This is an optimization exercise on Yosys and OpenROAD, whose aim is small area and a short achievable clock period, not a production implementation.
Where RTL was checked, it was by simulation tests only, not by an equivalence proof against the original.
Only the layout flow was run in runs 3 and 4; the RTL was not checked for function there.
No activity file was given, so power comes from the tool's default toggle rates.

==> flow/flow/run.sh <==
#!/bin/bash
# Standard layout, with buf_2 port buffers and timing repair aiming for 9.2 ns of setup slack.
set -euo pipefail
bash standard.sh "BUFFER_PORTS_ARGS=-buffer_cell sky130_fd_sc_hd__buf_2" SETUP_SLACK_MARGIN=9.2 finish > standard_make.log 2>&1
==> flow/standard.sh <==
#!/bin/bash
# synth_recipe.tcl (not shown) runs the flow's synth.tcl, then flattens the netlist and writes it again
# the make line also repeats each setting of config.mk as NAME=value (left out here)
make -C /OpenROAD-flow-scripts/flow DESIGN_CONFIG=/design/flow/config.mk WORK_HOME=/design/flow/orfs CLKGATE_MAP_FILE= SYNTH_SCRIPT=/design/flow/synth_recipe.tcl "${@:-finish}"
==> flow/config.mk <==
export PLATFORM = sky130hd
export DESIGN_NAME = breakout_top
export DESIGN_NICKNAME = breakout_top
export VERILOG_FILES = /design/flow/design.v
export SDC_FILE = /design/flow/constraint.sdc
export NUM_CORES = 4
export LEC_CHECK = 0
export CAP_MARGIN = 20
export CORE_MARGIN = 2
export CORE_UTILIZATION = 60
export CTS_BUF_LIST = sky130_fd_sc_hd__clkbuf_8
export SLEW_MARGIN = 20
==> flow/constraint.sdc <==
create_clock -name core_clock -period 14.0 [get_ports {clk}]
set_input_delay 2.8000 -clock core_clock [delete_from_list [all_inputs] [get_ports {clk}]]
set_output_delay 2.8000 -clock core_clock [all_outputs]
set_load 0.01 [all_outputs]
==> flow/design.v <==
`timescale 1ns/1ns
module breakout_top (
    input  logic        clk,
    input  logic        rst,
    input  logic [3:0]  ctrl,      
    input  logic        vsync,
    input  logic [20:0] px,        
    output logic [23:0] rgb,       
    output logic        started,
    output logic        over
);
    logic vsync_q, step;
    logic ball_lost;
    always_ff @(posedge clk or negedge rst) begin
        if (!rst) begin
            vsync_q <= 1'b0;
            step    <= 1'b0;
            started <= 1'b0;
            over    <= 1'b0;
        end else begin
            vsync_q <= vsync;
            step    <= vsync & ~vsync_q & started & ~over & ~ctrl[0];
            if (ctrl[3]) started <= 1'b1;
            if (step && ball_lost) over <= 1'b1;
        end
    end
    logic [9:0] padl;            
    logic [9:0] bx, by;          
    logic [3:0] vx;              
    logic [1:0] vym1;            
    logic       dx, dy;          
    logic [4:0] hxp;             
    logic [24:0] dead;           
    logic [24:0] alive;
    assign alive = ~dead;
    assign ball_lost = by >= 10'd427;
    logic [9:0] padl_n;
    always_comb begin
        logic [7:0] moved;
        moved  = padl[9:2] + (ctrl[2] ? 8'hFF : 8'h01);
        padl_n = padl;
        if (ctrl[2])      padl_n = (padl > 10'd228) ? {moved, padl[1:0]} : 10'd224;
        else if (ctrl[1]) padl_n = (padl < 10'd484) ? {moved, padl[1:0]} : 10'd488;
    end
    logic [4:0] hx;              
    logic [4:0] hy;              
    logic [24:0] hit;
    logic [4:0] colhit;
    logic bounce_x, bounce_y;
    always_comb begin
        for (int c = 0; c < 5; c++)
            hx[c] = (bx >= 10'(248 + 50 * c)) && (bx <= 10'(300 + 50 * c));
        for (int r = 0; r < 5; r++)
            hy[r] = (by >= 10'(103 + 20 * r)) && (by <= 10'(130 + 20 * r));
        for (int r = 0; r < 5; r++)
            for (int c = 0; c < 5; c++)
                hit[r*5+c] = alive[r*5+c] & hy[r] & hx[c];
        for (int c = 0; c < 5; c++)
            colhit[c] = hit[c] | hit[5+c] | hit[10+c] | hit[15+c] | hit[20+c];
        bounce_x = |(colhit & ~hxp);
        bounce_y = |(colhit & hxp);
    end
    logic        paddle_hit;
    logic [10:0] u;
    logic [6:0]  ul;
    logic [3:0]  angle;
    logic [1:0]  angle_vym1;
    always_comb begin
        u  = {1'b0, bx} - {1'b0, padl};
        ul = u[6:0];
        paddle_hit = (by >= 10'd414) && (by <= 10'd425) && (u[10:7] == 4'd0) && (ul <= 7'd80);
        angle = 4'd8;
        for (int i = 7; i >= 0; i--)
            if (ul >= 7'(38 - 4 * i) && ul <= 7'(42 + 4 * i)) angle = 4'(i);
        if (ul >= 7'd30 && ul <= 7'd50)      angle_vym1 = 2'd3;
        else if (ul >= 7'd18 && ul <= 7'd62) angle_vym1 = 2'd2;
        else if (ul >= 7'd10 && ul <= 7'd70) angle_vym1 = 2'd1;
        else                                 angle_vym1 = 2'd0;
    end
    logic [9:0] bx_n, by_n;
    logic [3:0] vx_n;
    logic [1:0] vym1_n;
    logic       dx_n, dy_n;
    always_comb begin
        bx_n = ((bx ^ {10{~dx}}) + {6'd0, vx}) ^ {10{~dx}};
        by_n = ((by ^ {10{~dy}}) + {7'd0, 3'(vym1) + 3'd1}) ^ {10{~dy}};
        vx_n = vx;
        vym1_n = vym1;
        dx_n = dx;
        dy_n = dy;
        if (bx <= 10'd230)      dx_n = 1'b1;
        else if (bx >= 10'd562) dx_n = 1'b0;
        if (by <= 10'd95)       dy_n = 1'b1;
        else if (by >= 10'd427) dy_n = 1'b0;
        if (paddle_hit) begin
            by_n   = 10'd413;
            dy_n   = 1'b0;
            dx_n   = ul > 7'd40;
            vx_n   = angle;
            vym1_n = angle_vym1;
        end
        if (bounce_x) dx_n = ~dx;
        if (bounce_y) dy_n = ~dy;
    end
    always_ff @(posedge clk or negedge rst) begin
        if (!rst) begin
            padl  <= 10'd331;
            bx    <= 10'd371;
            by    <= 10'd286;
            vx    <= 4'd0;
            vym1  <= 2'd1;
            dx    <= 1'b1;
            dy    <= 1'b1;
            hxp   <= 5'b00100;
            dead  <= '0;
        end else if (step) begin
            padl  <= padl_n;
            bx    <= bx_n;
            by    <= by_n;
            vx    <= vx_n;
            vym1  <= vym1_n;
            dx    <= dx_n;
            dy    <= dy_n;
            hxp   <= hx;
            dead  <= dead | hit;
        end
    end
    logic [9:0] qx, qy;
    logic       act;
    assign qx  = px[20:11];
    assign qy  = px[10:1];
    assign act = px[0];
    logic border, on_ball, on_paddle;
    logic [4:0] pcol, prow;
    logic okx, oky, okp;
    logic [3:0] dx4, dy4;
    localparam logic [255:0] DISC =
        256'hf83ff83ff83ff01fe00f00010000000000000001e00ff01ff83ff83ff83ffc7f;
    logic [6:0] tl;
    near16 u_nx (.a(qx), .b(bx), .ok(okx), .d(dx4));
    near16 u_ny (.a(qy), .b(by), .ok(oky), .d(dy4));
    near128 u_np (.a(qx), .b(padl), .ok(okp), .d(tl));
    always_comb begin
        border = (qx >= 10'd221) && (qx <= 10'd570) && (qy >= 10'd86) && (qy <= 10'd435) &&
                 !((qx >= 10'd224) && (qx <= 10'd567) && (qy >= 10'd89) && (qy <= 10'd432));
        on_ball = okx & oky & DISC[{dx4, dy4}];
        on_paddle = okp & (((qy == 10'd420) && tl <= 7'd80) ||
                           ((qy >= 10'd417 && qy <= 10'd423 && qy != 10'd420) && tl >= 7'd1 && tl <= 7'd79) ||
                           ((qy == 10'd416 || qy == 10'd424) && tl >= 7'd2 && tl <= 7'd78) ||
                           ((qy == 10'd415 || qy == 10'd425) && tl >= 7'd5 && tl <= 7'd75));
        for (int c = 0; c < 5; c++)
            pcol[c] = qx >= 10'(254 + 50 * c) && qx <= 10'(293 + 50 * c);
        for (int r = 0; r < 5; r++)
            prow[r] = qy >= 10'(109 + 20 * r) && qy <= 10'(123 + 20 * r) &&
                      |(pcol & alive[r*5 +: 5]);
    end
    logic       playing;
    logic [3:0] bgc, bgc_q;      
    logic       bl_q, pd_q;
    always_comb begin
        playing = act & started & ~over & ~border;
        if (!act)          bgc = 4'd0;
        else if (!started) bgc = 4'd1;
        else if (over)     bgc = 4'd2;
        else if (border)   bgc = 4'd3;
        else               bgc = {|prow, prow[4], prow[2] | prow[3], prow[1] | prow[3]};
    end
    always_ff @(posedge clk or negedge rst) begin
        if (!rst) begin
            bgc_q <= 4'd0;
            bl_q  <= 1'b0;
            pd_q  <= 1'b0;
        end else begin
            bgc_q <= bgc;
            bl_q  <= playing & on_ball;
            pd_q  <= playing & on_paddle;
        end
    end
    always_comb begin
        if (bl_q)      rgb = 24'hFF0000;
        else if (pd_q) rgb = 24'hFFFFFF;
        else begin
            case (bgc_q)
                4'd1:    rgb = 24'h202040;
                4'd2:    rgb = 24'h800000;
                4'd3:    rgb = 24'h4BA3C3;
                4'd8:    rgb = 24'hFFADAD;
                4'd9:    rgb = 24'hFDFFB6;
                4'd10:   rgb = 24'hCAFFBF;
                4'd11:   rgb = 24'h9BF6FF;
                4'd12:   rgb = 24'hBDB2FF;
                default: rgb = 24'h000000;
            endcase
        end
    end
endmodule
module near16 (
    input  logic [9:0] a,
    input  logic [9:0] b,
    output logic       ok,
    output logic [3:0] d
);
    logic [4:0] l;
    logic [6:0] ah, bh, x;
    logic zr, on;
    always_comb begin
        begin
            logic [3:0] g, p;
            logic [4:0] bw;
            g = ~a[3:0] & b[3:0];
            p = ~(a[3:0] ^ b[3:0]);
            bw[0] = 1'b0;
            bw[1] = g[0];
            bw[2] = g[1] | (p[1] & g[0]);
            bw[3] = g[2] | (p[2] & g[1]) | (p[2] & p[1] & g[0]);
            bw[4] = g[3] | (p[3] & g[2]) | (p[3] & p[2] & g[1]) | (p[3] & p[2] & p[1] & g[0]);
            l = {bw[4], ~p ^ bw[3:0]};
        end
        d  = l[3:0];
        ah = {1'b0, a[9:4]};
        bh = ~{1'b0, b[9:4]};
        x  = ah ^ bh;
        zr = 1'b1;
        on = 1'b1;
        for (int i = 1; i < 7; i++) begin
            zr &= x[i] == (ah[i-1] | bh[i-1]);
            on &= x[i] == ~(ah[i-1] & bh[i-1]);
        end
        zr &= x[0] == ~l[4];
        on &= x[0] == l[4];
        ok = d[3] ? on : zr;
    end
endmodule
module near128 (
    input  logic [9:0] a,
    input  logic [9:0] b,
    output logic       ok,
    output logic [6:0] d
);
    logic [7:0] l;
    logic [2:0] ah, bh;
    always_comb begin
        begin
            logic [6:0] g, p;
            logic [7:0] bw;
            g = ~a[6:0] & b[6:0];
            p = ~a[6:0] | b[6:0];
            bw[0] = 1'b0;
            bw[1] = (g[0]);
            bw[2] = (g[0] & p[1]) |
                    (g[1]);
            bw[3] = (g[0] & p[1] & p[2]) |
                    (g[1] & p[2]) |
                    (g[2]);
            bw[4] = (g[0] & p[1] & p[2] & p[3]) |
                    (g[1] & p[2] & p[3]) |
                    (g[2] & p[3]) |
                    (g[3]);
            bw[5] = (g[0] & p[1] & p[2] & p[3] & p[4]) |
                    (g[1] & p[2] & p[3] & p[4]) |
                    (g[2] & p[3] & p[4]) |
                    (g[3] & p[4]) |
                    (g[4]);
            bw[6] = (g[0] & p[1] & p[2] & p[3] & p[4] & p[5]) |
                    (g[1] & p[2] & p[3] & p[4] & p[5]) |
                    (g[2] & p[3] & p[4] & p[5]) |
                    (g[3] & p[4] & p[5]) |
                    (g[4] & p[5]) |
                    (g[5]);
            bw[7] = (g[0] & p[1] & p[2] & p[3] & p[4] & p[5] & p[6]) |
                    (g[1] & p[2] & p[3] & p[4] & p[5] & p[6]) |
                    (g[2] & p[3] & p[4] & p[5] & p[6]) |
                    (g[3] & p[4] & p[5] & p[6]) |
                    (g[4] & p[5] & p[6]) |
                    (g[5] & p[6]) |
                    (g[6]);
            l = {bw[7], a[6:0] ^ b[6:0] ^ bw[6:0]};
        end
        d  = l[6:0];
        ah = a[9:7];
        bh = b[9:7];
        ok = l[7] ? (ah == bh + 3'd1 && bh != 3'd7) : (ah == bh);
    end
endmodule
==> impl_metrics.env, run 1 <==
export IMPL_power_leakage_nw=3.70
export IMPL_power_density_nw_per_um2=196
export IMPL_die_w_um=117
export IMPL_setup_tns_ps=0
export IMPL_fp_dieH_um=117
export IMPL_hold_viol=0
export IMPL_fin_nets=1073
export IMPL_path_cells="or2_2 -> ha_1 -> inv_1 -> a21oi_2 -> nor2_1 -> buf_2"
export IMPL_avgSynthCellArea_um2=8.13
export IMPL_drt_first_pass_iters=5
export IMPL_cts_sinks=77
export IMPL_synth_top_area_share=0.188
export IMPL_cts_buffer_depth=2
export IMPL_critPathMaxFanout=6
export IMPL_dpl_cell_area_um2=8010
export IMPL_yosys_register_bits=77
export IMPL_wirelength_mm=21.7
export IMPL_synth_edf_count=0
export IMPL_die_area_um2=13800
export IMPL_yosysMostFrequentCell="inv_1"
export IMPL_cts_root_buffer="clkbuf_8"
export IMPL_ir_drop_mv=0.196
export IMPL_ys_flop_type="dfrtp_1"
export IMPL_design_area_um2=8280
export IMPL_wl_per_cell_um=18.9
export IMPL_diodes=0
export IMPL_worst_pin_slew_ps=973
export IMPL_synth_warnings=3
export IMPL_cts_buffers=9
export IMPL_worstPathArrival_ps=1920
export IMPL_syn2layout_area_growth_pct=7.23
export IMPL_max_cap_violations=0
export IMPL_cp_slowest_cell="dfrtp_2"
export IMPL_synth_async_sr_flop_share=1.00
export IMPL_ios=54
export IMPL_postCtsHoldBufs=0
export IMPL_path_clk_slew_ps=100
export IMPL_netlist_top_cells_area="dfrtp_1, ha_1, dfstp_2"
export IMPL_route_vias_total=7428
export IMPL_synthTopCellsByCount="inv_1, a21oi_1, ha_1, nand2_1"
export IMPL_yosysSeqAreaShare=0.253
export IMPL_grt_usage=0.321
export IMPL_cpPeakStageDelay_ps=460
export IMPL_start_kind="register"
export IMPL_clock_skew_ps=10.5
export IMPL_syn_nets=1054
export IMPL_synth_area_leader_cell="dfrtp_1"
export IMPL_finalSetupViolCount=0
export IMPL_initial_core_util=0.614
export IMPL_drive_gt1_frac=0.127
export IMPL_port_buffers=53
export IMPL_num_rows=41
export IMPL_crit_path_end_kind="primary output"
export IMPL_path_class="register to primary output"
export IMPL_dp_hpwl_mm=16.5
export IMPL_relSlewSlack=0.346
export IMPL_htreeDepth=3
export IMPL_place_gp_congestion=0.939
export IMPL_rsz0062_at_grt="false"
export IMPL_regToRegSetupSlack_ps=9820
export IMPL_syn_area_um2=7720
export IMPL_overflow=0
export IMPL_antenna_found_initial=0
export IMPL_run_status="timing/DRC/antenna clean"
export IMPL_max_freq_mhz=212
export IMPL_grt_pass1_wl_mm=36.2
export IMPL_hp_class="register to register"
export IMPL_ys_types=79
export IMPL_cp_required_ps=11200
export IMPL_drc=0
export IMPL_fin_crit_ps=4720
export IMPL_coreArea_um2=12600
export IMPL_ant_nets=0
export IMPL_maxSlewViolCount=0
export IMPL_fin_crit_sh=0.337
export IMPL_grt_pass1_vias=7134
export IMPL_vias_per_cell=6.49
export IMPL_grt_start_max_net_pins=78
export IMPL_worstSkewPairLatency_ps=380
export IMPL_cts_tree="yes"
export IMPL_initialDrtViolationCount=730
export IMPL_syn_inst=949
-- final timing paths --
kind,start,to,cells past startpoint
max reg2reg,bx[0],vym1[0],12
min,hxp[2],hxp[2],2
max,bgc_q[1],rgb[12],6
min in group asynchronous,rst,bgc_q[2],1
max in group asynchronous,rst,dead[12],1
min reg2reg,hxp[2],hxp[2],2
-- final cells by class --
class                           instances  area (µm²)
Inverter                               83         312
Fill cell                            1118        4290
Multi-Input combinational cell        742        5280
Clock inverter                          7         111
Sequential cell                        77        1950
Timing Repair Buffer                   55         287
Clock buffer                            9         124
Tap cell                              172         215
-- flip-flops by register name, summed over array words and instances, names as in the netlist, 2 cells and up --
register	cells
bgc_q	4
vx	4
padl	9
vym1	2
hxp	5
by	10
dead	25
bx	10
-- worst max-delay path: cells and delay by family (launching register included) --
family / cells / cell delay, ps
DFF: 1 / 460
and+or+nand+nor: 2 / 410
adders and majority gates: 1 / 280
buffers and inverters: 2 / 210
AOI/OAI and AO/OA: 1 / 170
-- layer usage --
metal  vias to the layer above  share of wire  global-route usage
met5                         -              0                   0
met4                         0          0.024               0.114
met2                       325           0.46               0.508
li1                       3501              -                   -
met1                      3564           0.44               0.446
met3                        38          0.075              0.0520
-- cells by family after synthesis --
logic type / count (synthesis) / synth area share
XOR/XNOR: 79 / 0.0921
flip-flops: 77 / 0.253
multiplexers: 9 / 0.0125
adder cells (fa/ha/maj): 77 / 0.132
buffers and inverters: 130 / 0.0682
AND/OR/NAND/NOR: 282 / 0.185
AO/OA/AOI/OAI: 295 / 0.257
-- where the power goes --
part | switching (W) | internal, W
logic | 0.000620 | 0.000410
registers | 0.000111 | 0.000271
clock network | 0.000103 | 0.000105
total | 0.000834 | 0.000786
-- placed cells by master (no fill, tap or decap), types with 4 or more instances in the layout --
cell / count
xnor2_1: 44
a21oi_1: 71
a31oi_1: 11
or3_1: 12
o211ai_1: 9
o21a_1: 4
o21ai_0: 57
nor2b_1: 10
dfstp_2: 19
or2_2: 5
a21oi_2: 4
buf_2: 52
nand4_1: 17
nor4_1: 18
clkbuf_8: 9
o211a_1: 7
mux2_2: 5
o21bai_1: 32
o311ai_0: 9
nand3_1: 27
a211oi_1: 5
ha_1: 70
nand2b_1: 5
nor3_1: 39
or4_1: 9
dfrtp_1: 56
nor2_1: 58
and3_1: 7
nand2_1: 62
xor2_1: 31
o22ai_1: 19
o31ai_1: 7
inv_1: 80
mux2i_1: 4
fa_1: 7
a21o_1: 9
-- repair_timing --
item	in CTS	in global routing
buffers inserted	0	0
setup endpoints to repair	0	7
resized for setup	0	8
-- per-stage QoR --
step | power, W | hold slack, ps | std cells | worst slack (ps) | utilization
floorplan | 0.00115 | 456 | 949 | 9200 | -
global placement | 0.00133 | 477 | 1129 | 9050 | 0.637
detailed placement | 0.00138 | 491 | 1129 | 8890 | 0.637
CTS | 0.00160 | 514 | 1145 | 9230 | 0.656
global route | 0.00176 | 537 | 1145 | 9190 | 0.659
finish | 0.00162 | 514 | 1145 | 9280 | 0.659
==> run 2: changes to the inputs <==
--- a/flow/design.v
+++ b/flow/design.v
@@ -24,7 +24,9 @@
             if (step && ball_lost) over <= 1'b1;
         end
     end
+    logic [8:0] padl_r;
     logic [9:0] padl;            
+    assign padl = {1'b0, padl_r};
     logic [9:0] bx, by;          
     logic [3:0] vx;              
     logic [1:0] vym1;            
@@ -104,7 +106,7 @@
     end
     always_ff @(posedge clk or negedge rst) begin
         if (!rst) begin
-            padl  <= 10'd331;
+            padl_r <= 9'd331;
             bx    <= 10'd371;
             by    <= 10'd286;
             vx    <= 4'd0;
@@ -114,7 +116,7 @@
             hxp   <= 5'b00100;
             dead  <= '0;
         end else if (step) begin
-            padl  <= padl_n;
+            padl_r <= padl_n[8:0];
             bx    <= bx_n;
             by    <= by_n;
             vx    <= vx_n;
==> run 2 against run 1 <==
Effect of this change:
- register-to-register slack better by 80 ps
- sequential power decreased by 6.0%
- power down 4.7%
- routed wire length grew 1.4%
- hold slack worse by 13 ps
- die area is 1.1% lower
- setup slack gained 2.6 ps
- first-iteration DRC count down 8.1%
- global-route usage is 0.97 points higher
- non-clock buffer count is 2 higher
- synthesized cell count decreased by 1.6%
- count of clock-buffer cells in the layout unchanged
- critical path type unchanged
- largest cell class unchanged
==> impl_metrics.env, run 2 <==
export IMPL_regArea_um2=1930
export IMPL_crit_path_end_kind="primary output"
export IMPL_power_frac_comb=0.646
export IMPL_syn_nets=1037
export IMPL_yosysSeqAreaShare=0.252
export IMPL_finalSetupViolCount=0
export IMPL_htreeDepth=3
export IMPL_overflow=0
export IMPL_critPathMaxFanout=7
export IMPL_synth_area_leader_cell="dfrtp_1"
export IMPL_met1_usage=0.464
export IMPL_switching_share=0.520
export IMPL_yosysMostFrequentCell="nand2_1"
export IMPL_avgSynthCellArea_um2=8.17
export IMPL_antenna_found_initial=0
export IMPL_grt_usage=0.331
export IMPL_final_util=0.656
export IMPL_synth_fa_ha_area_frac=0.130
export IMPL_pwr_share_clk=0.122
export IMPL_fin_nets=1060
export IMPL_worst_pin_slew_ps=834
export IMPL_hold_viol=0
export IMPL_fin_crit_sh=0.337
export IMPL_power_w=0.00154
export IMPL_synth_async_sr_flop_share=1.00
export IMPL_rsz0062_at_grt="true"
export IMPL_dp_cells=1115
export IMPL_grt_pass1_wl_mm=34.8
export IMPL_largest_register="dead"
export IMPL_drc=0
export IMPL_num_rows=41
export IMPL_path_class="register to primary output"
export IMPL_synth_compound_area_frac=0.260
export IMPL_worstSkewPairLatency_ps=380
export IMPL_start_kind="register"
export IMPL_switchingPower_w=0.000803
export IMPL_maxSlewViolCount=0
export IMPL_final_common_cell="nand2_1"
export IMPL_p_int_w=0.000742
export IMPL_synth_top_area_share=0.187
export IMPL_initial_core_util=0.609
export IMPL_cts_root_buffer="clkbuf_8"
export IMPL_synth_top_family_by_area="compound AO/OA/AOI/OAI gates"
export IMPL_largest_register_ff_count=25
export IMPL_layout_common_cells="nand2_1, nor2_1, inv_1"
export IMPL_wl_per_cell_um=19.4
export IMPL_syn2layout_area_growth_pct=7.63
export IMPL_max_cap_violations=0
export IMPL_cp_required_ps=11200
export IMPL_power_leakage_nw=3.64
export IMPL_cts_buffers=9
export IMPL_use_met2=0.525
export IMPL_syn_area_um2=7630
export IMPL_dp_hpwl_mm=16.7
export IMPL_reg_top3="dead (25), bx (10), by (10)"
export IMPL_clock_skew_ps=14.7
export IMPL_ir_drop_mv=0.192
export IMPL_fin_crit_ps=4710
export IMPL_fp_dieH_um=117
export IMPL_synth_area_mux_share=0.0139
export IMPL_run_status="timing/DRC/antenna clean"
export IMPL_hp_class="register to register"
export IMPL_path_clk_slew_ps=90
export IMPL_die_w_um=117
export IMPL_fin_cells=1134
export IMPL_multi_input_area_um2=5290
export IMPL_cts_buffer_depth=2
export IMPL_fill_cells=1086
export IMPL_worstPathArrival_ps=1910
export IMPL_diodes=0
export IMPL_synth_warnings=3
export IMPL_port_buffers=53
export IMPL_place_gp_congestion=0.947
export IMPL_route_vias_total=7286
export IMPL_power_density_nw_per_um2=188
export IMPL_initialDrtViolationCount=671
export IMPL_busiest_layer="met2"
export IMPL_vias_per_cell=6.43
export IMPL_syn_inst=934
export IMPL_synth_edf_count=0
export IMPL_synth_simple_area_share=0.183
export IMPL_setup_ws_ps=9290
export IMPL_netlist_top_cells_area="dfrtp_1, ha_1, dfstp_2"
export IMPL_max_freq_mhz=212
export IMPL_yosys_register_bits=76
export IMPL_setup_tns_ps=0
export IMPL_ys_flop_type="dfrtp_1"
export IMPL_place_ws_ps=8770
export IMPL_power_frac_seq=0.233
export IMPL_synthTopCellsByCount="nand2_1, nor2_1, inv_1, ha_1, a21oi_1"
export IMPL_die_area_um2=13600
export IMPL_ant_nets=0
export IMPL_grt_pass1_vias=6788
export IMPL_drive_gt1_frac=0.137
export IMPL_synth_xor_xnor_area_share=0.0943
export IMPL_coreArea_um2=12500
export IMPL_cts_sinks=76
export IMPL_ys_types=83
export IMPL_cts_tree="yes"
export IMPL_grt_start_max_net_pins=77
export IMPL_wirelength_mm=22.0
export IMPL_use_met3=0.0467
export IMPL_ios=54
export IMPL_drt_first_pass_iters=8
export IMPL_relSlewSlack=0.439
[run 2: cell types whose count changed after synthesis, sizes merged, moves of 8 or more]
| cell | delta |
|---|---|
| nand2 | +22 |
| nor2 | +19 |
| nor3 | -13 |
| inv | -10 |
| nor4 | -9 |
| a21oi | -8 |
[run 2: kinds of logic (layout without fill, tap and decap cells)]
logic type / after synthesis / after routing
AO/OA/AOI/OAI: 289 / 289
XOR/XNOR: 80 / 80
multiplexers: 10 / 10
adder cells (fa/ha/maj): 75 / 75
flip-flops: 76 / 76
buffers and inverters: 116 / 144
AND/OR/NAND/NOR: 288 / 288
[run 2: per-layer routing]
layer,vias to the layer above,wire length [µm]
li1,3421,-
met1,3497,9700
met2,326,10200
met3,42,1560
met4,0,505
met5,-,0
[run 2: final cells by class]
| cell class | instances | area share |
|---|---|---|
| inverters | 71 | 0.0325 |
| clock buffers | 9 | 0.0151 |
| well taps | 172 | 0.0262 |
| multi-input cells | 742 | 0.644 |
| flip-flops and latches | 76 | 0.235 |
| clock inverters | 7 | 0.0104 |
| repair buffers | 57 | 0.0367 |
[run 2: power by group through the flow]
stage	sequential, W	clock, W	combinational [W]
3_3_place_gp	0.000357	0	0.000913
4_1_cts	0.000355	0.000190	0.000954
2_1_floorplan	0.000294	0	0.000801
3_5_place_dp	0.000359	0	0.000947
6_report	0.000359	0.000188	0.000998
5_1_grt	0.000366	0.000199	0.00110
[run 2: stage by stage]
stage	cell area (µm²)	hold WS, ps
global placement	7920	480
global route	8210	516
finish	8210	501
CTS	8130	496
floorplan	7660	448
detailed placement	7920	477
[run 2: what timing repair did]
action                                  CTS  global route
resized for setup                         1            15
hold buffers                              0             0
setup buffers                             0             3
endpoints found under the setup margin    1            11
pin swaps                                 0             4
cloned                                    0             0
[run 2: path summary, 6_finish.rpt]
| check | from | to | slack [ps] | cells past startpoint |
|---|---|---|---|---|
| setup / recovery | bgc_q[1] | rgb[1] | 9290 | 7 |
| hold / removal | dead[13] | dead[13] | 500 | 2 |
| setup reg to reg | padl_r[0] | vx[0] | 9900 | 10 |
| hold reg to reg | dead[13] | dead[13] | 500 | 2 |
| max in group asynchronous | rst | dead[17] | 11030 | 1 |
| min in group asynchronous | rst | bgc_q[2] | 2420 | 1 |
[run 2: worst max-delay path: stages (launching register included)]
cell and delay, ps:
dfrtp_2 480, nor2_2 170, inv_1 100, ha_1 280
inv_1 70, a21oi_2 60, a21oi_1 200, buf_2 180
==> run 3: changes to the inputs <==
--- a/flow/design.v
+++ b/flow/design.v
@@ -24,15 +24,16 @@
             if (step && ball_lost) over <= 1'b1;
         end
     end
-    logic [8:0] padl_r;
+    logic [8:0] padl_r, by_r;
     logic [9:0] padl;            
+    logic [9:0] bx, by;          
+    logic [24:0] dead;           
     assign padl = {1'b0, padl_r};
-    logic [9:0] bx, by;          
+    assign by   = {1'b0, by_r};
     logic [3:0] vx;              
     logic [1:0] vym1;            
     logic       dx, dy;          
     logic [4:0] hxp;             
-    logic [24:0] dead;           
     logic [24:0] alive;
     assign alive = ~dead;
     assign ball_lost = by >= 10'd427;
@@ -108,7 +109,7 @@
         if (!rst) begin
             padl_r <= 9'd331;
             bx    <= 10'd371;
-            by    <= 10'd286;
+            by_r   <= 9'd286;
             vx    <= 4'd0;
             vym1  <= 2'd1;
             dx    <= 1'b1;
@@ -118,7 +119,7 @@
         end else if (step) begin
             padl_r <= padl_n[8:0];
             bx    <= bx_n;
-            by    <= by_n;
+            by_r   <= by_n[8:0];
             vx    <= vx_n;
             vym1  <= vym1_n;
             dx    <= dx_n;
==> run 3 against run 2 <==
Effect of this change:
- die area grew 5.0%
- clock power shrank 4%
- synthesized cell count grew 4.2%
- design area grew 7.7%
- hold slack gained 0.99 ps
- count of clock-buffer cells in the layout is the same
- clock skew shrank 3.6 ps
- first-iteration DRC count grew 37%
- still clean on timing, DRC and antenna
- setup slack lost 39 ps
- flip-flop and latch count shrank 1
- core utilization grew 1.7 points
- final cell count grew 4.2%
==> impl_metrics.env, run 3 <==
export IMPL_run_status="timing/DRC/antenna clean"
export IMPL_worstPathArrival_ps=5020
export IMPL_fin_nets=1102
export IMPL_layout_common_cells="inv_1, nand2_1, nor2_1, o21ai_0, ha_1"
export IMPL_synth_async_sr_flop_share=1.00
export IMPL_largest_register="dead"
export IMPL_critPathMaxFanout=5
export IMPL_fin_cells=1182
export IMPL_path_class="input port to register"
export IMPL_cp_required_ps=14260
export IMPL_syn_area_um2=8030
export IMPL_power_density_nw_per_um2=174
export IMPL_synth_area_mux_share=0.00795
export IMPL_postCtsHoldBufs=0
export IMPL_dp_hpwl_mm=17.6
export IMPL_die_area_um2=14300
export IMPL_drive_gt1_frac=0.180
export IMPL_port_buffers=53
export IMPL_maxSlewViolCount=0
export IMPL_ios=54
export IMPL_synth_fa_ha_area_frac=0.120
export IMPL_grt_pass1_vias=7275
export IMPL_netlist_top_cells_area="dfrtp_1, ha_1, dfstp_2"
export IMPL_min_to="hxp[2]"
export IMPL_synth_warnings=3
export IMPL_rsz0062_at_grt="true"
export IMPL_overflow=0
export IMPL_start_kind="input port"
export IMPL_synth_top_family_by_area="compound AO/OA/AOI/OAI gates"
export IMPL_yosysMostFrequentCell="inv_1"
export IMPL_cts_buffer_depth=2
export IMPL_yosys_register_bits=75
export IMPL_final_common_cell="inv_1"
export IMPL_largest_register_ff_count=25
export IMPL_synth_compound_area_frac=0.287
export IMPL_drc=0
export IMPL_wl_per_cell_um=19.7
export IMPL_syn2layout_area_growth_pct=10.2
export IMPL_r2r_end="vym1[0]"
export IMPL_max_cap_violations=0
export IMPL_grt_pass1_wl_mm=37.6
export IMPL_yosysSeqAreaShare=0.237
export IMPL_initialDrtViolationCount=917
export IMPL_regArea_um2=1900
export IMPL_cts_sinks=75
export IMPL_fin_crit_sh=0.340
export IMPL_rr_startpoint="padl_r[0]"
export IMPL_crit_path_end_kind="register"
export IMPL_die_w_um=120
export IMPL_fp_dieH_um=120
export IMPL_hp_class="register to register"
export IMPL_relSlewSlack=0.348
export IMPL_ant_nets=0
export IMPL_htreeDepth=3
export IMPL_grt_usage=0.326
export IMPL_ys_flop_type="dfrtp_1"
export IMPL_antenna_found_initial=0
export IMPL_grt_start_max_net_pins=76
export IMPL_clock_skew_ps=11.1
export IMPL_worst_pin_slew_ps=977
export IMPL_hold_viol=0
export IMPL_initial_core_util=0.611
export IMPL_syn_nets=1074
export IMPL_regToRegSetupSlack_ps=10240
export IMPL_wirelength_mm=23.3
export IMPL_coreArea_um2=13100
export IMPL_multi_input_area_um2=5720
export IMPL_place_gp_congestion=1.09
export IMPL_cts_root_buffer="clkbuf_8"
export IMPL_power_leakage_nw=3.65
export IMPL_hold_depth=2
export IMPL_setup_tns_ps=0
export IMPL_fill_cells=1125
export IMPL_synthTopCellsByCount="inv_1, nand2_1, ha_1, nor2_1, o21ai_0"
export IMPL_ff2ff_path_depth=10
export IMPL_avgSynthCellArea_um2=8.25
export IMPL_route_vias_total=7786
export IMPL_drt_first_pass_iters=6
export IMPL_reg_top3="dead (25), bx (10), by_r (9)"
export IMPL_cts_buffers=9
export IMPL_finalSetupViolCount=0
export IMPL_vias_per_cell=6.59
export IMPL_ir_drop_mv=0.169
export IMPL_cts_tree="yes"
export IMPL_diodes=0
export IMPL_dp_cells=1152
export IMPL_ys_types=99
export IMPL_synth_top_area_share=0.175
export IMPL_synth_xor_xnor_area_share=0.0808
export IMPL_synth_simple_area_share=0.188
export IMPL_path_clk_slew_ps=90
export IMPL_fin_crit_ps=4750
export IMPL_syn_inst=973
export IMPL_num_rows=42
export IMPL_max_freq_mhz=210
export IMPL_synth_edf_count=0
export IMPL_synth_area_leader_cell="dfrtp_1"
export IMPL_min_from="hxp[2]"
export IMPL_worstSkewPairLatency_ps=370
-- run 3: cells by family (layout without fill, tap and decap cells) --
kind of cell | after synthesis | in the layout
compound gates | 309 | 309
xor+xnor | 74 | 74
fa+ha+maj | 73 | 73
buf+inv | 144 | 177
flops | 75 | 75
mux | 6 | 6
simple gates | 292 | 292
-- run 3: worst max path at each step --
stage / startpoint / slack (ps) / depth (start not counted) / to
finish: px[13] / 9250 / 12 / pd_q
detailed placement: px[12] / 8710 / 10 / pd_q
global placement: px[12] / 8850 / 11 / bl_q
floorplan: px[13] / 9130 / 11 / pd_q
global route: px[1] / 9110 / 11 / bl_q
CTS: px[12] / 9220 / 11 / pd_q
-- run 3: critical path, cell delays in order --
cell and delay (ps):
buf_12 90, inv_8 40, ha_4 170, nor2_4 130, a221oi_4 70, buf_6 140, o41ai_4 410, xnor2_2 180
nor2_2 70, o21bai_1 160, a2111o_1 450, a2111oi_4 300
-- run 3: repair_timing --
action / 4_1_cts / 5_1_grt
buffers inserted: 4 / 10
gates resized for setup: 10 / 32
endpoints found under the setup margin: 2 / 8
pin swaps: 6 / 13
-- run 3: routing by layer --
layer	track usage	part of all wire	wire [µm]	up-vias
li1	-	-	-	3612
met1	0.462	0.44	10200	3742
met2	0.511	0.46	10800	376
met3	0.0394	0.071	1660	56
met4	0.123	0.031	711	0
met5	0	0	0	-
-- run 3: stage by stage --
stage	area, µm²	worst slack (ps)	total power, W	hold WS, ps	util
after floorplan	8170	9130	0.00108	449	-
after global placement	8350	8850	0.00124	482	0.636
after detailed placement	8350	8710	0.00127	489	0.636
after CTS	8620	9220	0.00148	503	0.656
after global routing	8840	9110	0.00165	544	0.673
final	8840	9250	0.00153	502	0.673
-- run 3: cell type report --
cell class | count | area share
Inverter | 91 | 0.0405
Multi-Input combinational cell | 754 | 0.647
Sequential cell | 75 | 0.215
Timing Repair Buffer | 70 | 0.0498
Clock buffer | 9 | 0.0140
Tap cell | 176 | 0.0249
Clock inverter | 7 | 0.00877
-- run 3: where the power goes --
group	internal, W	total (W)	leakage [nW]	switching, W
clock	0.0000840	0.000180	0.0992	0.0000957
sequential	0.000250	0.000342	0.952	0.0000914
combinational	0.000419	0.00101	2.60	0.000594
total	0.000753	0.00153	3.65	0.000781
==> run 4: changes to the inputs <==
--- a/flow/design.v
+++ b/flow/design.v
@@ -27,7 +27,6 @@
     logic [8:0] padl_r, by_r;
     logic [9:0] padl;            
     logic [9:0] bx, by;          
-    logic [24:0] dead;           
     assign padl = {1'b0, padl_r};
     assign by   = {1'b0, by_r};
     logic [3:0] vx;              
@@ -35,7 +34,6 @@
     logic       dx, dy;          
     logic [4:0] hxp;             
     logic [24:0] alive;
-    assign alive = ~dead;
     assign ball_lost = by >= 10'd427;
     logic [9:0] padl_n;
     always_comb begin
@@ -115,7 +113,7 @@
             dx    <= 1'b1;
             dy    <= 1'b1;
             hxp   <= 5'b00100;
-            dead  <= '0;
+            alive <= '1;
         end else if (step) begin
             padl_r <= padl_n[8:0];
             bx    <= bx_n;
@@ -125,7 +123,7 @@
             dx    <= dx_n;
             dy    <= dy_n;
             hxp   <= hx;
-            dead  <= dead | hit;
+            alive <= alive & ~hit;
         end
     end
     logic [9:0] qx, qy;
==> run 4 against run 3 <==
Effect of this change:
- register-to-register slack worse by 170 ps
- via count down 6.9%
- die area down 4.2%
- clock skew up 3.4 ps
- highest routed layer unchanged
- routed wire length down 6.5%
- sequential power up 1%
- clock power down 9%
- setup slack better by 62 ps
- global-route usage down 0.30 points
==> impl_metrics.env, run 4 <==
export IMPL_max_freq_mhz=213
export IMPL_grt_pass1_wl_mm=34.7
export IMPL_crit_family="simple AND/OR/NAND/NOR gates"
export IMPL_worst_pin_slew_ps=992
export IMPL_rr_startpoint="padl_r[0]"
export IMPL_grt_start_max_net_pins=76
export IMPL_coreArea_um2=12600
export IMPL_min_from="alive[16]"
export IMPL_largest_register="alive"
export IMPL_syn_inst=931
export IMPL_grt_usage=0.323
export IMPL_cts_buffer_depth=2
export IMPL_synth_warnings=3
export IMPL_cts_buffers=9
export IMPL_diodes=0
export IMPL_ys_flop_type="dfstp_2"
export IMPL_avgSynthCellArea_um2=8.24
export IMPL_place_gp_congestion=0.964
export IMPL_path_class="register to primary output"
export IMPL_syn_area_um2=7670
export IMPL_power_density_nw_per_um2=173
export IMPL_critPathMaxFanout=9
export IMPL_antenna_found_initial=0
export IMPL_power_leakage_nw=3.56
export IMPL_cts_tree="yes"
export IMPL_htreeDepth=3
export IMPL_num_rows=41
export IMPL_route_vias_total=7250
export IMPL_max_cap_violations=0
export IMPL_wirelength_mm=21.8
export IMPL_start_kind="register"
export IMPL_yosysSeqAreaShare=0.252
export IMPL_cts_root_buffer="clkbuf_8"
export IMPL_ios=54
export IMPL_initialDrtViolationCount=626
export IMPL_drt_first_pass_iters=6
export IMPL_ys_types=81
export IMPL_reg_top3="alive (25), bx (10), by_r (9)"
export IMPL_cts_sinks=75
export IMPL_yosys_register_bits=75
export IMPL_maxSlewViolCount=0
export IMPL_synthTopCellsByCount="inv_1, ha_1, nand2_1, nor2_1, a21oi_1"
export IMPL_die_w_um=117
export IMPL_layout_common_cells="inv_1, nand2_1, nor2_1, ha_1, a21oi_1"
export IMPL_fin_crit_sh=0.335
export IMPL_path_cells="or2_2 -> ha_1 -> nor2b_1 -> o21bai_1 -> o31ai_1 -> buf_2"
export IMPL_wl_per_cell_um=19.3
export IMPL_cp_required_ps=11200
export IMPL_worstPathArrival_ps=1890
export IMPL_postCtsHoldBufs=0
export IMPL_ir_drop_mv=0.192
export IMPL_clock_skew_ps=14.5
export IMPL_ant_nets=0
export IMPL_dpl_cell_area_um2=8030
export IMPL_final_util=0.663
export IMPL_drive_gt1_frac=0.180
export IMPL_fp_dieH_um=117
export IMPL_synth_area_leader_cell="dfstp_2"
export IMPL_power_w=0.00144
export IMPL_place_ws_ps=8850
export IMPL_die_area_um2=13700
export IMPL_fill_cells=1111
export IMPL_hold_viol=0
export IMPL_hp_class="register to register"
export IMPL_largest_register_ff_count=25
export IMPL_port_buffers=53
export IMPL_cp_slowest_cell="dfrtp_2"
export IMPL_setup_tns_ps=0
export IMPL_relSlewSlack=0.339
export IMPL_worstSkewPairLatency_ps=370
export IMPL_path_buf_inv=1
export IMPL_fin_crit_ps=4690
export IMPL_finalSetupViolCount=0
export IMPL_setup_ws_ps=9310
export IMPL_yosysMostFrequentCell="inv_1"
export IMPL_syn2layout_area_growth_pct=8.56
export IMPL_vias_per_cell=6.41
export IMPL_design_area_um2=8330
export IMPL_crit_path_end_kind="primary output"
export IMPL_synth_edf_count=0
export IMPL_rsz0062_at_grt="true"
export IMPL_netlist_top_cells_area="dfstp_2, ha_1, dfrtp_1"
export IMPL_synth_top_area_share=0.151
export IMPL_fin_nets=1055
export IMPL_drc=0
export IMPL_overflow=0
export IMPL_initial_core_util=0.611
export IMPL_grt_pass1_vias=6886
export IMPL_cpPeakStageDelay_ps=460
export IMPL_final_common_cell="inv_1"
export IMPL_dp_hpwl_mm=16.6
export IMPL_setup_worst_path_start="bgc_q[1]"
export IMPL_syn_nets=1032
export IMPL_synth_async_sr_flop_share=1.00
export IMPL_path_clk_slew_ps=100
export IMPL_run_status="timing/DRC/antenna clean"
[run 4: cell types whose count changed in the layout (fill, tap and decap cells not counted), sizes merged, moves of 7 or more]
| cell | delta |
|---|---|
| buf | -13 |
| o21a | +9 |
| inv | -12 |
| nand2 | -8 |
| a2111oi | -12 |
| dfrtp | -25 |
| dfstp | +25 |
| a21o | +7 |
| o21bai | -14 |
| o21ai | -18 |
| a21boi | +19 |
[run 4: worst paths after layout]
| check | endpoint | slack [ps] | cells after the start |
|---|---|---|---|
| worst min-delay path | alive[16] | 480 | 2 |
| worst max register to register | vx[0] | 10070 | 11 |
| worst max-delay path | rgb[13] | 9310 | 6 |
| min in group asynchronous | padl_r[4] | 2570 | 1 |
| max in group asynchronous | bgc_q[0] | 10730 | 1 |
| worst min register to register | alive[16] | 480 | 2 |
[run 4: power breakdown]
group,internal (W),total [W],leakage [nW],switching (W)
combinational,0.000376,0.000934,2.61,0.000558
sequential,0.000256,0.000347,0.860,0.0000908
clock,0.0000671,0.000164,0.0886,0.0000966
total,0.000699,0.00144,3.56,0.000746
[run 4: layout make-up]
| class | count | area, µm² | area share |
|---|---|---|---|
| Multi-Input combinational cell | 731 | 5380 | 0.645 |
| Inverter | 78 | 299 | 0.0359 |
| Tap cell | 172 | 215 | 0.0258 |
| Clock buffer | 9 | 124 | 0.0149 |
| Sequential cell | 75 | 1930 | 0.232 |
| Clock inverter | 7 | 57.6 | 0.00691 |
| Timing Repair Buffer | 59 | 327 | 0.0392 |
[run 4: logic make-up (layout without fill, tap and decap cells)]
| family | after synthesis | count (layout) | synth area share |
|---|---|---|---|
| AO/OA/AOI/OAI | 293 | 293 | 0.272 |
| XOR/XNOR | 70 | 70 | 0.0809 |
| adder cells (fa/ha/maj) | 73 | 73 | 0.126 |
| buffers and inverters | 125 | 153 | 0.0644 |
| flip-flops | 75 | 75 | 0.252 |
| multiplexers | 13 | 13 | 0.0179 |
| AND/OR/NAND/NOR | 282 | 282 | 0.187 |
[run 4: routing by layer]
metal / up-vias / GRT usage / routed length [µm]
li1: 3452 / - / -
met1: 3494 / 0.436 / 9860
met2: 265 / 0.534 / 10200
met3: 39 / 0.0443 / 1170
met4: 0 / 0.114 / 559
met5: - / 0 / 0
[run 4: timing repair]
item / 4_1_cts / 5_1_grt
setup endpoints to repair: 0 / 10
endpoints found under the hold margin: 0 / 0
setup buffers: 0 / 4
gates resized for setup: 0 / 23
[run 4: stage by stage]
stage	hold slack, ps	std cells
2_1_floorplan	443	931
3_3_place_gp	461	1111
3_5_place_dp	466	1111
4_1_cts	482	1127
5_1_grt	496	1131
6_report	482	1131
[run 4: worst min-delay path: stages, from the launching register on]
cell and delay [ps]:
dfstp_2 380, inv_1 60, a21oi_1 40

==> port drivers added, routing unchanged <==
The flow's constraints put no driver on any port. The routed layouts listed below were extracted and timed again, unchanged, in two steps. Step 1 (the two cells are an assumption about what drives the block):
set clk [get_ports {clk}]
set_driving_cell -lib_cell sky130_fd_sc_hd__clkbuf_16 $clk
set_driving_cell -lib_cell sky130_fd_sc_hd__buf_2 [delete_from_list [all_inputs] $clk]
Step 2 times the ports against the registers' clock, not the clock port: input delays grow and output delays shrink by t, the midpoint of the rising clock arrivals with the driver on. a / b / c = ideal ports / drivers / drivers and shift; a / b = the first two.
| run | t, ns | slack for setup (ns) | worst register clock-pin slew, ns | cell pins on the clock port's net |
|---|---|---|---|---|
| run 1 | 0.413 | 9.283 / 9.244 / 8.944 | 0.10 / 0.10 | 1 |
| run 2 | 0.414 | 9.286 / 9.249 / 8.893 | 0.10 / 0.10 | 1 |
| run 3 | 0.403 | 9.247 / 9.216 / 8.813 | 0.10 / 0.10 | 1 |
| run 4 | 0.407 | 9.308 / 9.269 / 8.913 | 0.10 / 0.10 | 1 |
After both steps setup and hold are still met in every run listed. For run 3, which loses most, drivers alone change the setup slack by -0.031 ns; drivers and shift together by -0.434 ns.
